This is an optimization exercise on Yosys and OpenROAD, whose aim is small area, a short achievable clock period and few clock cycles per item, not a production implementation. RTL that was checked went through simulation tests only; none was proved equivalent to the original. For run 2, only the layout was checked, not whether the RTL still works. Power is estimated from default activity; no workload was simulated.

`config.mk`:
```
export PLATFORM = sky130hd
export DESIGN_NAME = air_quality_index_classifier
export DESIGN_NICKNAME = air_quality_index_classifier
export VERILOG_FILES = /design/flow/design.v
export SDC_FILE = /design/flow/constraint.sdc
export NUM_CORES = 4
export LEC_CHECK = 0
export CAP_MARGIN = 20
export CORE_MARGIN = 2
export CORE_UTILIZATION = 40
export SLEW_MARGIN = 20
```
`constraint.sdc`:
```
create_clock -name core_clock -period 10.0 [get_ports {clk}]
set_input_delay 2.0000 -clock core_clock [delete_from_list [all_inputs] [get_ports {clk}]]
set_output_delay 2.0000 -clock core_clock [all_outputs]
set_load 0.01 [all_outputs]
```
`design.v`:
```
package aqic_pkg;
  localparam logic [1:0] SCHEME_ATMO  = 2'd0;
  localparam logic [1:0] SCHEME_CAQI  = 2'd1;
  localparam logic [1:0] SCHEME_US    = 2'd2;
  localparam logic [1:0] SCHEME_RESET = SCHEME_US;
endpackage
module aqic_band (
  input  logic        pollutant,
  input  logic [15:0] conc,
  input  logic [1:0]  scheme,
  output logic [7:0]  sel
);
  logic [4:0] us0, us1, at, cq;
  always_comb begin
    us0 = '0;
    if (conc > 16'd120) us0 = 5'd1;
    if (conc > 16'd354) us0 = 5'd2;
    if (conc > 16'd554) us0 = 5'd3;
    if (conc > 16'd1135) us0 = 5'd4;
    if (conc > 16'd1504) us0 = 5'd5;
    if (conc > 16'd1958) us0 = 5'd6;
    if (conc > 16'd2047) us0 = 5'd7;
    if (conc > 16'd2504) us0 = 5'd8;
    if (conc > 16'd2958) us0 = 5'd9;
    if (conc > 16'd3504) us0 = 5'd10;
    if (conc > 16'd4095) us0 = 5'd11;
    if (conc > 16'd5004) us0 = 5'd12;
    if (conc > 16'd6005) us0 = 5'd13;
    if (conc > 16'd6143) us0 = 5'd14;
    if (conc > 16'd8007) us0 = 5'd15;
    if (conc > 16'd8191) us0 = 5'd16;
    if (conc > 16'd10000) us0 = 5'd17;
  end
  always_comb begin
    us1 = '0;
    if (conc > 16'd377) us1 = 5'd1;
    if (conc > 16'd540) us1 = 5'd2;
    if (conc > 16'd805) us1 = 5'd3;
    if (conc > 16'd1172) us1 = 5'd4;
    if (conc > 16'd1540) us1 = 5'd5;
    if (conc > 16'd1805) us1 = 5'd6;
    if (conc > 16'd2047) us1 = 5'd7;
    if (conc > 16'd2540) us1 = 5'd8;
    if (conc > 16'd2787) us1 = 5'd9;
    if (conc > 16'd3343) us1 = 5'd10;
    if (conc > 16'd3550) us1 = 5'd11;
    if (conc > 16'd4016) us1 = 5'd12;
    if (conc > 16'd4095) us1 = 5'd13;
    if (conc > 16'd4250) us1 = 5'd14;
    if (conc > 16'd5050) us1 = 5'd15;
    if (conc > 16'd5504) us1 = 5'd16;
    if (conc > 16'd6050) us1 = 5'd17;
  end
  always_comb begin
    at = 5'd1;
    if (pollutant) begin
      if (conc > 16'd60) at = 5'd2;
      if (conc > 16'd130) at = 5'd3;
      if (conc > 16'd200) at = 5'd4;
      if (conc > 16'd270) at = 5'd5;
      if (conc > 16'd340) at = 5'd6;
      if (conc > 16'd410) at = 5'd7;
      if (conc > 16'd490) at = 5'd8;
      if (conc > 16'd640) at = 5'd9;
      if (conc > 16'd790) at = 5'd10;
    end else begin
      if (conc > 16'd110) at = 5'd2;
      if (conc > 16'd240) at = 5'd3;
      if (conc > 16'd360) at = 5'd4;
      if (conc > 16'd410) at = 5'd5;
      if (conc > 16'd470) at = 5'd6;
      if (conc > 16'd530) at = 5'd7;
      if (conc > 16'd580) at = 5'd8;
      if (conc > 16'd640) at = 5'd9;
      if (conc > 16'd690) at = 5'd10;
    end
  end
  always_comb begin
    cq = 5'd1;
    if (pollutant) begin
      if (conc > 16'd250) cq = 5'd2;
      if (conc > 16'd500) cq = 5'd3;
      if (conc > 16'd900) cq = 5'd4;
      if (conc > 16'd1800) cq = 5'd5;
    end else begin
      if (conc > 16'd150) cq = 5'd2;
      if (conc > 16'd300) cq = 5'd3;
      if (conc > 16'd550) cq = 5'd4;
      if (conc > 16'd1100) cq = 5'd5;
    end
    if (conc == 16'd0) cq = '0;
  end
  always_comb begin
    if (scheme == aqic_pkg::SCHEME_ATMO)      sel = {2'd0, pollutant, at};
    else if (scheme == aqic_pkg::SCHEME_CAQI) sel = {2'd1, pollutant, cq};
    else                                      sel = {2'd2, pollutant, pollutant ? us1 : us0};
  end
endmodule
module aqic_interp (
  input  logic [7:0]  sel,
  input  logic [10:0] x,
  output logic [9:0]  index_value,
  output logic [2:0]  category
);
  logic [11:0] m;
  logic [22:0] a;
  logic [22:0] prod;
  always_comb begin
    m = '0;
    a = '0;
    category = 3'd6;
    casez (sel)
      {2'd2, 1'b0, 5'd0}: begin m = 12'd3412; a = 23'd512; category = 3'd1; end   
      {2'd2, 1'b0, 5'd1}: begin m = 12'd1723; a = 23'd209312; category = 3'd2; end   
      {2'd2, 1'b0, 5'd2}: begin m = 12'd2017; a = 23'd111392; category = 3'd3; end   
      {2'd2, 1'b0, 5'd3}: begin m = 12'd423; a = 23'd1002232; category = 3'd4; end   
      {2'd2, 1'b0, 5'd4}: begin m = 12'd423; a = 23'd1002208; category = 3'd4; end   
      {2'd2, 1'b0, 5'd5}: begin m = 12'd812; a = 23'd424536; category = 3'd5; end   
      {2'd2, 1'b0, 5'd6}: begin m = 12'd818; a = 23'd412672; category = 3'd5; end   
      {2'd2, 1'b0, 5'd7}: begin m = 12'd812; a = 23'd2087408; category = 3'd5; end   
      {2'd2, 1'b0, 5'd8}: begin m = 12'd812; a = 23'd2094712; category = 3'd6; end   
      {2'd2, 1'b0, 5'd9}: begin m = 12'd812; a = 23'd2094608; category = 3'd6; end   
      {2'd2, 1'b0, 5'd10}: begin m = 12'd541; a = 23'd2496768; category = 3'd6; end   
      {2'd2, 1'b0, 5'd11}: begin m = 12'd541; a = 23'd3604772; category = 3'd6; end   
      {2'd2, 1'b0, 5'd12}: begin m = 12'd819; a = 23'd3359722; category = 3'd6; end   
      {2'd2, 1'b0, 5'd13}: begin m = 12'd818; a = 23'd3360768; category = 3'd6; end   
      {2'd2, 1'b0, 5'd14}: begin m = 12'd819; a = 23'd5035794; category = 3'd6; end   
      {2'd2, 1'b0, 5'd15}: begin m = 12'd818; a = 23'd5036544; category = 3'd6; end   
      {2'd2, 1'b0, 5'd16}: begin m = 12'd819; a = 23'd6711868; category = 3'd6; end   
      {2'd2, 1'b0, 5'd17}: begin m = 12'd0; a = 23'd8200192; category = 3'd6; end   
      {2'd2, 1'b1, 5'd0}: begin m = 12'd758; a = 23'd168; category = 3'd1; end   
      {2'd2, 1'b1, 5'd1}: begin m = 12'd758; a = 23'd320; category = 3'd1; end   
      {2'd2, 1'b1, 5'd2}: begin m = 12'd402; a = 23'd200312; category = 3'd2; end   
      {2'd2, 1'b1, 5'd3}: begin m = 12'd402; a = 23'd200240; category = 3'd2; end   
      {2'd2, 1'b1, 5'd4}: begin m = 12'd402; a = 23'd200160; category = 3'd2; end   
      {2'd2, 1'b1, 5'd5}: begin m = 12'd402; a = 23'd207912; category = 3'd3; end   
      {2'd2, 1'b1, 5'd6}: begin m = 12'd402; a = 23'd207872; category = 3'd3; end   
      {2'd2, 1'b1, 5'd7}: begin m = 12'd402; a = 23'd1031056; category = 3'd3; end   
      {2'd2, 1'b1, 5'd8}: begin m = 12'd398; a = 23'd1040800; category = 3'd4; end   
      {2'd2, 1'b1, 5'd9}: begin m = 12'd398; a = 23'd1040704; category = 3'd4; end   
      {2'd2, 1'b1, 5'd10}: begin m = 12'd398; a = 23'd1040608; category = 3'd4; end   
      {2'd2, 1'b1, 5'd11}: begin m = 12'd1160; a = 23'd8291776; category = 3'd5; end   
      {2'd2, 1'b1, 5'd12}: begin m = 12'd1155; a = 23'd8301760; category = 3'd5; end   
      {2'd2, 1'b1, 5'd13}: begin m = 12'd1160; a = 23'd2278960; category = 3'd5; end   
      {2'd2, 1'b1, 5'd14}: begin m = 12'd1015; a = 23'd2308496; category = 3'd6; end   
      {2'd2, 1'b1, 5'd15}: begin m = 12'd812; a = 23'd2509536; category = 3'd6; end   
      {2'd2, 1'b1, 5'd16}: begin m = 12'd812; a = 23'd2509440; category = 3'd6; end   
      {2'd2, 1'b1, 5'd17}: begin m = 12'd0; a = 23'd8200192; category = 3'd6; end   
      {2'd0, 1'b?, 5'd1}: begin m = 12'd0; a = 23'd8192; category = 3'd0; end   
      {2'd0, 1'b?, 5'd2}: begin m = 12'd0; a = 23'd16384; category = 3'd0; end   
      {2'd0, 1'b?, 5'd3}: begin m = 12'd0; a = 23'd24576; category = 3'd1; end   
      {2'd0, 1'b?, 5'd4}: begin m = 12'd0; a = 23'd32768; category = 3'd1; end   
      {2'd0, 1'b?, 5'd5}: begin m = 12'd0; a = 23'd40960; category = 3'd2; end   
      {2'd0, 1'b?, 5'd6}: begin m = 12'd0; a = 23'd49152; category = 3'd3; end   
      {2'd0, 1'b?, 5'd7}: begin m = 12'd0; a = 23'd57344; category = 3'd3; end   
      {2'd0, 1'b?, 5'd8}: begin m = 12'd0; a = 23'd65536; category = 3'd4; end   
      {2'd0, 1'b?, 5'd9}: begin m = 12'd0; a = 23'd73728; category = 3'd4; end   
      {2'd0, 1'b?, 5'd10}: begin m = 12'd0; a = 23'd81920; category = 3'd5; end   
      {2'd1, 1'b?, 5'd0}: begin m = 12'd0; a = 23'd0; category = 3'd1; end   
      {2'd1, 1'b?, 5'd1}: begin m = 12'd0; a = 23'd204800; category = 3'd1; end   
      {2'd1, 1'b?, 5'd2}: begin m = 12'd0; a = 23'd409600; category = 3'd2; end   
      {2'd1, 1'b?, 5'd3}: begin m = 12'd0; a = 23'd614400; category = 3'd3; end   
      {2'd1, 1'b?, 5'd4}: begin m = 12'd0; a = 23'd819200; category = 3'd4; end   
      {2'd1, 1'b?, 5'd5}: begin m = 12'd0; a = 23'd1228800; category = 3'd5; end   
      default: ;
    endcase
  end
  assign prod = 23'(x) * 23'(m) + 23'(a);
  assign index_value = prod[22:13];
endmodule
module air_quality_index_classifier (
  input  logic        clk,
  input  logic        rst_n,
  input  logic        in_valid,
  output logic        in_ready,
  input  logic        in_pollutant,
  input  logic [15:0] in_concentration_tenths,
  output logic        out_valid,
  input  logic        out_ready,
  output logic [9:0]  out_index_value,
  output logic [2:0]  out_category,
  input  logic        cfg_valid,
  output logic        cfg_ready,
  input  logic [1:0]  cfg_index_scheme
);
  logic        adv;
  logic [1:0]  scheme_r;
  logic        va_r, out_valid_r;
  logic [7:0]  sel_nxt, sel_r;
  logic [10:0] x_r;
  logic [9:0]  idx_nxt;
  logic [2:0]  cat_nxt;
  logic [9:0]  out_idx_r;
  logic [2:0]  out_cat_r;
  assign adv       = !out_valid_r || out_ready;
  assign in_ready  = adv;
  assign cfg_ready = 1'b1;
  always_ff @(posedge clk) begin
    if (!rst_n) begin
      scheme_r    <= aqic_pkg::SCHEME_RESET;
      va_r        <= 1'b0;
      out_valid_r <= 1'b0;
    end else begin
      if (cfg_valid) scheme_r <= cfg_index_scheme;
      if (adv) begin
        va_r        <= in_valid;
        out_valid_r <= va_r;
      end
    end
  end
  aqic_band u_band (
    .pollutant (in_pollutant),
    .conc      (in_concentration_tenths),
    .scheme    (scheme_r),
    .sel       (sel_nxt)
  );
  aqic_interp u_interp (
    .sel         (sel_r),
    .x           (x_r),
    .index_value (idx_nxt),
    .category    (cat_nxt)
  );
  always_ff @(posedge clk) begin
    if (adv) begin
      sel_r     <= sel_nxt;
      x_r       <= in_concentration_tenths[10:0];
      out_idx_r <= idx_nxt;
      out_cat_r <= cat_nxt;
    end
  end
  assign out_valid       = out_valid_r;
  assign out_index_value = out_idx_r;
  assign out_category    = out_cat_r;
endmodule
```
`run.sh`:
```
#!/bin/bash
# synth_recipe.tcl (not shown) runs the flow's synth.tcl, then flattens the netlist and writes it again
# the make line also repeats each setting of config.mk as NAME=value (left out here)
make -C /OpenROAD-flow-scripts/flow DESIGN_CONFIG=/design/flow/config.mk WORK_HOME=/design/flow/orfs CLKGATE_MAP_FILE= SYNTH_SCRIPT=/design/flow/synth_recipe.tcl finish
```
==> results of run 1 <==
==> layout make-up <==
class	count	area, um^2	share of cell area, %
Inverter	168	631	6.20
Tap cell	319	399	3.93
Sequential cell	36	1040	10.2
Timing Repair Buffer	59	538	5.29
Multi-Input combinational cell	946	7380	72.6
Clock buffer	5	125	1.23
Clock inverter	3	46.3	0.455
==> worst max path at each step <==
stage	cells past startpoint	endpoint	slack (ps)
after floorplan	24	out_idx_r[9]	3110
after global placement	21	out_idx_r[9]	1800
after CTS	23	out_idx_r[9]	1840
after detailed placement	23	out_idx_r[9]	1870
final	23	out_idx_r[9]	1720
after global routing	23	out_idx_r[9]	1200
==> cells in the final DEF (no fill, tap or decap), types with 21 or more instances in the layout <==
| cell | n |
|---|---|
| ha_1 | 52 |
| a21oi_1 | 74 |
| edfxtp_1 | 32 |
| nand3_1 | 29 |
| nor2b_1 | 22 |
| buf_4 | 21 |
| and2_1 | 43 |
| o21ai_0 | 65 |
| nor3_1 | 44 |
| fa_1 | 108 |
| inv_1 | 167 |
| nand2_1 | 144 |
| clkdlybuf4s50_1 | 38 |
| nor2_1 | 78 |
==> flip-flops by register name (all words and copies together) (netlist names) <==
signal       cells
sel_r            8
scheme_r         2
out_cat_r        3
x_r             11
out_valid_r      1
out_idx_r       10
va_r             1
==> Yosys cell counts, types with 11 or more instances <==
cell type | n | area, um^2
nor2_1 | 78 | 293
edfxtp_1 | 32 | 961
nand3_1 | 29 | 145
fa_1 | 108 | 2160
and2_1 | 43 | 269
or4_1 | 13 | 97.6
a31oi_1 | 16 | 100
o211ai_1 | 18 | 135
o22ai_1 | 13 | 81.3
inv_1 | 167 | 627
a21oi_1 | 74 | 370
a21o_1 | 11 | 82.6
clkbuf_1 | 64 | 240
nor3_1 | 44 | 220
o31ai_1 | 11 | 82.6
and3_1 | 12 | 75.1
ha_1 | 52 | 651
o21ai_0 | 65 | 325
nand2b_1 | 19 | 119
nor2b_1 | 22 | 138
nand2_1 | 144 | 541
buf_1 | 13 | 48.8
buf_2 | 20 | 100
==> routing by layer <==
metal / track usage [%] / wire length [um] / vias up
met5: 0 / 0 / -
met4: 9.22 / 1170 / 0
met3: 2.76 / 2610 / 93
met2: 41.6 / 14200 / 580
met1: 34.9 / 12600 / 4504
li1: - / - / 4220
==> report_power, final <==
part           internal, W  switching, W  total, W  leakage, nW
logic             0.000344      0.000496  0.000839         3.86
clock network     0.000119     0.0000687  0.000187       0.0804
registers         0.000207     0.0000350  0.000242        0.372
==> metrics by stage <==
step	area [um^2]	setup WS, ps	std cells	power [W]
2_1_floorplan	9440	3110	1250	0.000850
3_3_place_gp	9980	1800	1528	0.00108
3_5_place_dp	9990	1870	1528	0.00108
4_1_cts	10200	1840	1536	0.00128
5_1_grt	10200	1200	1536	0.00142
6_report	10200	1720	1536	0.00127
==> critical path, cell delays in order, from the launching register on <==
cell,delay [ps]
edfxtp_1,660
nor3b_2,820
nand2_1,340
a211oi_1,380
a221o_1,240
nor2_1,80
nand3_1,430
nand2_1,150
fa_1,480
fa_1,510
inv_1,50
fa_1,470
fa_1,540
inv_1,50
fa_1,520
inv_1,40
ha_1,200
or4_1,490
a21oi_1,220
a211oi_1,200
o2111a_1,310
or3_4,420
a2111oi_2,330
nor4bb_1,90
==> kinds of logic after synthesis <==
family	synth area share, %
mux	0.543
compound gates	21.0
other cells	0.0397
fa+ha+maj	29.8
buf+inv	11.1
flops	11.0
simple gates	25.5
xor+xnor	1.02
==> summary.txt, run 1 <==
Outcome
  • Status: timing/DRC/antenna clean

Detailed routing
  • DRC violations left: 0
  • Routed vias: between 9000 and 10000
  • First-pass DRT Iterations: 6
  • DR WL/cell: ~20 um
  • Final wirelength: between 30 and 40 mm
  • Number of DRC markers in iteration 0: 1271
  • Post-route ant nets: 0
  • Routed vias/inst: about 6.1

Critical path
  • Worst r2r src: sel_r[6]
  • Crit path arrival time: about 8300 ps
  • Worst r2r path cells: 23
  • CP startpoint: sel_r[6]
  • CP Max Fanout: 17
  • Crit path launch type: flip-flop
  • Kind of critical path: flip-flop to flip-flop
  • Worst flop-to-flop path endpoint: out_idx_r[9]
  • Worst endpoint required time: approximately 10000 ps
  • CP Capture Type: flip-flop
  • Reg2reg setup slack: 1720 ps

Final layout
  • Layout cells sized above 1: 4.85%
  • Ant diodes: 0
  • Fill cells: roughly 2400
  • Syn-to-layout area delta: 7.67%
  • # nets final: 1400
  • Final core occ: between 40 and 50%

Clock tree
  • Setup Buffers After CTS: 0
  • Worst-path clk slew: around 60 ps
  • CTS Hold Bufs: 0
  • # H-tree levels: 2
  • Clk Latency, worst-skew pair: ~290 ps
  • CTS root buf: clkbuf_16
  • CTS Buf Count: 5
  • Clock Sinks: 36
  • TritonCTS clock tree: built
  • Post_cts resized: 0
  • Max Buffers Root-to-Sink: 2

Floorplanning
  • Die width: approximately 160 um
  • Initial Util: 40.5%
  • Row cnt: between 50 and 60
  • Die Area: between 20000 and 25000 um^2
  • Die H: around 160 um
  • Area of the core: roughly 23000 um^2
  • I/O pin cnt: 40

Timing
  • Fin crit period: between 8000 and 9000 ps
  • Max-slew violations: 0
  • Setup Skew: about 12 ps
  • Setup_tns: 0 ps
  • F_max: ~120 MHz
  • RSZ-0062 raised after global routing: false
  • Hold WS: 457 ps
  • Period utilization: between 80% and 90%
  • Fin. Hold Viols: 0
  • Final setup vio count: 0
  • Slew @ Worst Pin: ~990 ps
  • Slew margin rel.: around a third

Global route
  • Initial antenna violation count: 0
  • Congestion Overflow GR: 0
  • Largest net degree at the start of global routing: 37
  • Vias in the first global route: 9098
  • Global Route Usage Sum: around 25%
  • First-pass GRT wire length: ~50 mm

Synth
  • Number of synthesized flops with an enable pin: 32
  • Top FF cell, synth: edfxtp_1
  • Yosys cell types: 88
  • Net Count, Synth: roughly 1400
  • Fraction of registers with async set or reset after synthesis: 0%
  • Syn Area/Cell: between 7 and 8 um^2
  • Sequential area share after synthesis: around 11%
  • Seq cells post-synth: 36
  • Cell area after technology mapping: roughly 9400 um^2
  • Synth warn: 3
  • Cells after synthesis: 1250

Flow run
  • Max Cap Viol: 0

Worst hold path
  • Hold path depth: 2
  • Worst Hold End: out_valid_r
  • Hold Crit Class: flip-flop to flip-flop
  • Worst Hold Launch: va_r

Power
  • Lkg Pwr: approximately 4.3 nW
  • Pwr dens: 125 nW/um^2
  • Peak VDD IR: slightly above 0.07 mV

Placed design
  • Post-DP HPWL: 22.6 mm
  • Buffers on Ports: 38
  • Routability congestion estimate: just under 1
Testbench counts, summed over its fixed seeds: cycles 8,072, items 8,000.
==> inputs of run 2 (changes only) <==
--- a/design.v
+++ b/design.v
@@ -98,13 +98,10 @@
 endmodule
 module aqic_interp (
   input  logic [7:0]  sel,
-  input  logic [10:0] x,
-  output logic [9:0]  index_value,
+  output logic [11:0] m,
+  output logic [22:0] a,
   output logic [2:0]  category
 );
-  logic [11:0] m;
-  logic [22:0] a;
-  logic [22:0] prod;
   always_comb begin
     m = '0;
     a = '0;
@@ -165,8 +162,6 @@
       default: ;
     endcase
   end
-  assign prod = 23'(x) * 23'(m) + 23'(a);
-  assign index_value = prod[22:13];
 endmodule
 module air_quality_index_classifier (
   input  logic        clk,
@@ -185,11 +180,13 @@
 );
   logic        adv;
   logic [1:0]  scheme_r;
-  logic        va_r, out_valid_r;
+  logic        va_r, vb_r, out_valid_r;
   logic [7:0]  sel_nxt, sel_r;
-  logic [10:0] x_r;
-  logic [9:0]  idx_nxt;
-  logic [2:0]  cat_nxt;
+  logic [10:0] x_a_r, x_b_r;
+  logic [11:0] m_nxt, m_r;
+  logic [22:0] a_nxt, a_r;
+  logic [2:0]  cat_nxt, cat_r;
+  logic [22:0] prod;
   logic [9:0]  out_idx_r;
   logic [2:0]  out_cat_r;
   assign adv       = !out_valid_r || out_ready;
@@ -199,12 +196,14 @@
     if (!rst_n) begin
       scheme_r    <= aqic_pkg::SCHEME_RESET;
       va_r        <= 1'b0;
+      vb_r        <= 1'b0;
       out_valid_r <= 1'b0;
     end else begin
       if (cfg_valid) scheme_r <= cfg_index_scheme;
       if (adv) begin
         va_r        <= in_valid;
-        out_valid_r <= va_r;
+        vb_r        <= va_r;
+        out_valid_r <= vb_r;
       end
     end
   end
@@ -215,17 +214,22 @@
     .sel       (sel_nxt)
   );
   aqic_interp u_interp (
-    .sel         (sel_r),
-    .x           (x_r),
-    .index_value (idx_nxt),
-    .category    (cat_nxt)
+    .sel      (sel_r),
+    .m        (m_nxt),
+    .a        (a_nxt),
+    .category (cat_nxt)
   );
+  assign prod = 23'(x_b_r) * 23'(m_r) + 23'(a_r);
   always_ff @(posedge clk) begin
     if (adv) begin
       sel_r     <= sel_nxt;
-      x_r       <= in_concentration_tenths[10:0];
-      out_idx_r <= idx_nxt;
-      out_cat_r <= cat_nxt;
+      x_a_r     <= in_concentration_tenths[10:0];
+      m_r       <= m_nxt;
+      a_r       <= a_nxt;
+      cat_r     <= cat_nxt;
+      x_b_r     <= x_a_r;
+      out_idx_r <= prod[22:13];
+      out_cat_r <= cat_r;
     end
   end
   assign out_valid       = out_valid_r;
--- a/config.mk
+++ b/config.mk
@@ -8,4 +8,5 @@
 export CAP_MARGIN = 20
 export CORE_MARGIN = 2
 export CORE_UTILIZATION = 40
+export SETUP_SLACK_MARGIN = 5
 export SLEW_MARGIN = 20
==> summary.txt, run 2 <==
Detailed routing
  • DRC violations left: 0 (unchanged)
  • First-pass DRT Iterations: 6 (unchanged)
  • Final wirelength: 32.6 mm (+6.9%)
  • Routed vias/inst: 5.89 (-3.7%)
  • Number of DRC markers in iteration 0: 1228 (-3.4%)
  • DR WL/cell: 19.3 um (-2.8%)
  • Post-route ant nets: 0 (unchanged)
  • Routed vias: 9954 (+5.9%)

Synth
  • Sequential area share after synthesis: 23.1% (+12 points)
  • Yosys cell types: 87 (-1.1%)
  • Number of synthesized flops with an enable pin: 80 (+150%)
  • Net Count, Synth: 1501 (+4.7%)
  • Top cells by area, synth: edfxtp_1 (22%), fa_1 (20%), nand2_1 (6.3%)
  • Syn Area/Cell: 8.23 um^2 (+8.9%)
  • Yosys top cell by area: edfxtp_1
  • Fraction of registers with async set or reset after synthesis: 0% (unchanged)
  • Synth warn: 3 (unchanged)
  • Most frequent cell after synthesis: nand2_1
  • Cell area after technology mapping: 10800 um^2 (+15%)
  • Most instantiated cells after synthesis: nand2_1 (183), inv_1 (174), fa_1 (108), nor2_1 (82), edfxtp_1 (80)
  • Top FF cell, synth: edfxtp_1
  • Seq cells post-synth: 85 (+140%)
  • Cells after synthesis: 1317 (+5.4%)
  • Yosys top cell area share: 22.2% (-0.73 points)

Final layout
  • Syn-to-layout area delta: 13.9%
  • Fill cells: 2574 (+6.1%)
  • Layout cells sized above 1: 10.5% (+5.7 points)
  • Ant diodes: 0 (unchanged)
  • Most common cell after layout, fill and taps aside: nand2_1
  • Register area: 2500 um^2 (+140%)
  • Max reg flops: 22 (+11)
  • # nets final: 1527 (+9.1%)
  • Final Non-Filler Cells: 1689 (+10%)
  • Biggest regs: a_r (22), m_r (12)
  • Most flop-heavy register: a_r
  • Most frequent cells in the layout: nand2_1 (180), inv_1 (170), fa_1 (105), edfxtp_1 (80), nor2_1 (78)
  • Footprint of the multi-input gates: 7500 um^2 (+1.5%)

Global route
  • Largest net degree at the start of global routing: 68 (+84%)
  • Global Route Usage Sum: 23.3% (-2.1 points)
  • First-pass GRT wire length: 52.9 mm (+5.9%)
  • Congestion Overflow GR: 0 (unchanged)
  • Initial antenna violation count: 0 (unchanged)
  • Vias in the first global route: 9699 (+6.6%)

Clock tree
  • Clk Latency, worst-skew pair: 350 ps (+60 ps)
  • CTS Buf Count: 9 (+4)
  • # H-tree levels: 3 (+1)
  • Clock Sinks: 85 (+140%)
  • Max Buffers Root-to-Sink: 2 (unchanged)
  • CTS Hold Bufs: 0 (unchanged)
  • TritonCTS clock tree: built
  • Worst-path clk slew: 60 ps (about the same)
  • CTS root buf: clkbuf_16

Worst hold path
  • Hold Crit Class: flip-flop to flip-flop

Critical path
  • Delay-heaviest family, CP: adder cells
  • Worst endpoint required time: 10090 ps (+50 ps)
  • Crit path arrival time: 5580 ps (-2740 ps)
  • Most frequent CP cell: fa_1
  • CP Max Fanout: 4 (-13)
  • Crit path cell chain: buf_6 -> nand2_4 -> fa_1 -> fa_1 -> inv_2 -> fa_1 -> inv_1 -> fa_1 -> inv_1 -> fa_1 -> ha_2 -> or3_4 -> nor3_4 -> a31oi_4 -> nor4_4 -> o31ai_4 -> o41a_1 -> buf_4 -> a21oi_2 -> xnor2_1
  • Reg2reg setup slack: 4520 ps (+2790 ps)
  • Crit path launch type: flip-flop
  • CP Capture Type: flip-flop
  • Slowest stage delay, CP: 530 ps (-290 ps)
  • CP bufs+invs: 5 (+2)
  • Kind of critical path: flip-flop to flip-flop
  • Crit-path slowest cell: fa_1

Timing
  • F_max: 182 MHz (+51%)
  • Final setup vio count: 0 (unchanged)
  • Max-slew violations: 0 (unchanged)
  • Slew @ Worst Pin: 1100 ps (+113 ps)
  • RSZ-0062 raised after global routing: true
  • Slew margin rel.: 26.3% (-7.6 points)
  • Fin crit period: 5480 ps (-2790 ps)
  • Setup Skew: 7.89 ps (-4.39 ps)
  • Period utilization: 54.8% (-28 points)
  • Setup_tns: 0 ps (unchanged)
  • Fin. Hold Viols: 0 (unchanged)
  • Hold WS: 418 ps (-38.5 ps)

Floorplanning
  • Row cnt: 60 (+7.1%)
  • I/O pin cnt: 40 (unchanged)
  • Die Area: 28400 um^2 (+14%)
  • Area of the core: 26800 um^2 (+15%)
  • Die width: 169 um (+7.0%)
  • Die H: 169 um (+7.0%)
  • Initial Util: 40.4% (about the same)

Outcome
  • Status: timing/DRC/antenna clean

Placed design
  • Buffers on Ports: 38 (unchanged)
  • Placed cell count: 1619 (+6.0%)
  • Routability congestion estimate: 0.971 (-1.6%)
  • Post-DP HPWL: 23.3 mm (+2.9%)

Flow run
  • Max Cap Viol: 0 (unchanged)

Power
  • Lkg Pwr: 5.27 nW (+22%)
  • Pwr dens: 158 nW/um^2 (+26%)
  • Peak VDD IR: 0.0837 mV (+17%)
  • Overall power after layout: 0.00195 W (+53%)
## run 2: cell count changes in the layout (fill, tap and decap cells not counted), moves of 7 or more
cell,before,now
nand2_1,144,180
buf_4,21,63
nand2b_1,18,9
o21a_1,2,14
nor3_1,44,24
edfxtp_1,32,80
nor2b_1,22,10
buf_6,0,7
o22ai_1,13,27
and2_1,43,56
or4_1,13,2
## run 2: power by group
group,internal [W],switching [W]
registers,0.000469,0.0000328
logic,0.000486,0.000621
clock network,0.000193,0.000144
## run 2: metrics by stage
stage	area, um^2	util (%)	worst slack [ps]
6_report	12300	46.0	4520
5_1_grt	12300	46.0	4370
4_1_cts	12200	45.5	4370
3_5_place_dp	11400	42.6	4040
3_3_place_gp	11400	42.6	4130
2_1_floorplan	10900	-	4610
## run 2: layout make-up
cell class              count  area share, %
multi-input cells         961           60.8
inverters                 177           5.39
repair buffers            109           7.73
clock inverters             6          0.507
well taps                 341           3.46
flip-flops and latches     85           20.3
clock buffers              10           1.86
## run 2: what timing repair did
action	CTS	global route
pin swaps	28	18
endpoints found under the setup margin	9	12
resized for setup	25	23
gates cloned	0	0
setup buffers	49	5
## run 2: final timing paths
check / start / cells past startpoint / to
worst min register to register: x_a_r[5] / 0 / x_b_r[5]
worst max register to register: x_b_r[2] / 20 / out_idx_r[8]
worst min-delay path: x_a_r[5] / 0 / x_b_r[5]
worst max-delay path: x_b_r[2] / 20 / out_idx_r[8]
## run 2: logic make-up (layout without fill, tap and decap cells)
family,Yosys count,count (layout),synth area share [%]
xor+xnor,10,10,0.808
buf+inv,271,302,9.54
flops,85,85,23.1
simple gates,476,476,21.3
compound gates,308,308,18.7
mux,5,5,0.462
fa+ha+maj,161,161,26.1
other cells,1,1,0.0346
## run 2: routing by layer
layer	GRT usage [%]	wire length (um)	vias up
met5	0	0	-
met4	6.26	811	0
met3	5.31	3150	77
met2	36.6	14600	536
met1	32.4	14000	4779
li1	-	-	4562

[what the ideal ports hide]
Ports are ideal in the flow. The routed layouts listed here were re-timed in OpenROAD.
Step 1 sets driving cells, clkbuf_16 on the clock port and buf_2 on the other inputs (assumed; they add their load-dependent delay and slew).
Step 2 times the ports against the registers' clock, not the clock port: input delays grow and output delays shrink by t, the midpoint of the rising clock arrivals with the driver on.
Slacks: ideal / step 1 / step 2; pairs: ideal / step 1.
run	t, ns	setup WS [ns]	hold slack, ns	worst data-port slew with drivers (ns)
run 1	0.328	1.722 / 1.722 / 1.722	0.457 / 0.457 / 0.457	0.03
run 2	0.383	4.516 / 4.516 / 4.516	0.418 / 0.418 / 0.418	0.03
After both steps every run listed still meets setup and hold.
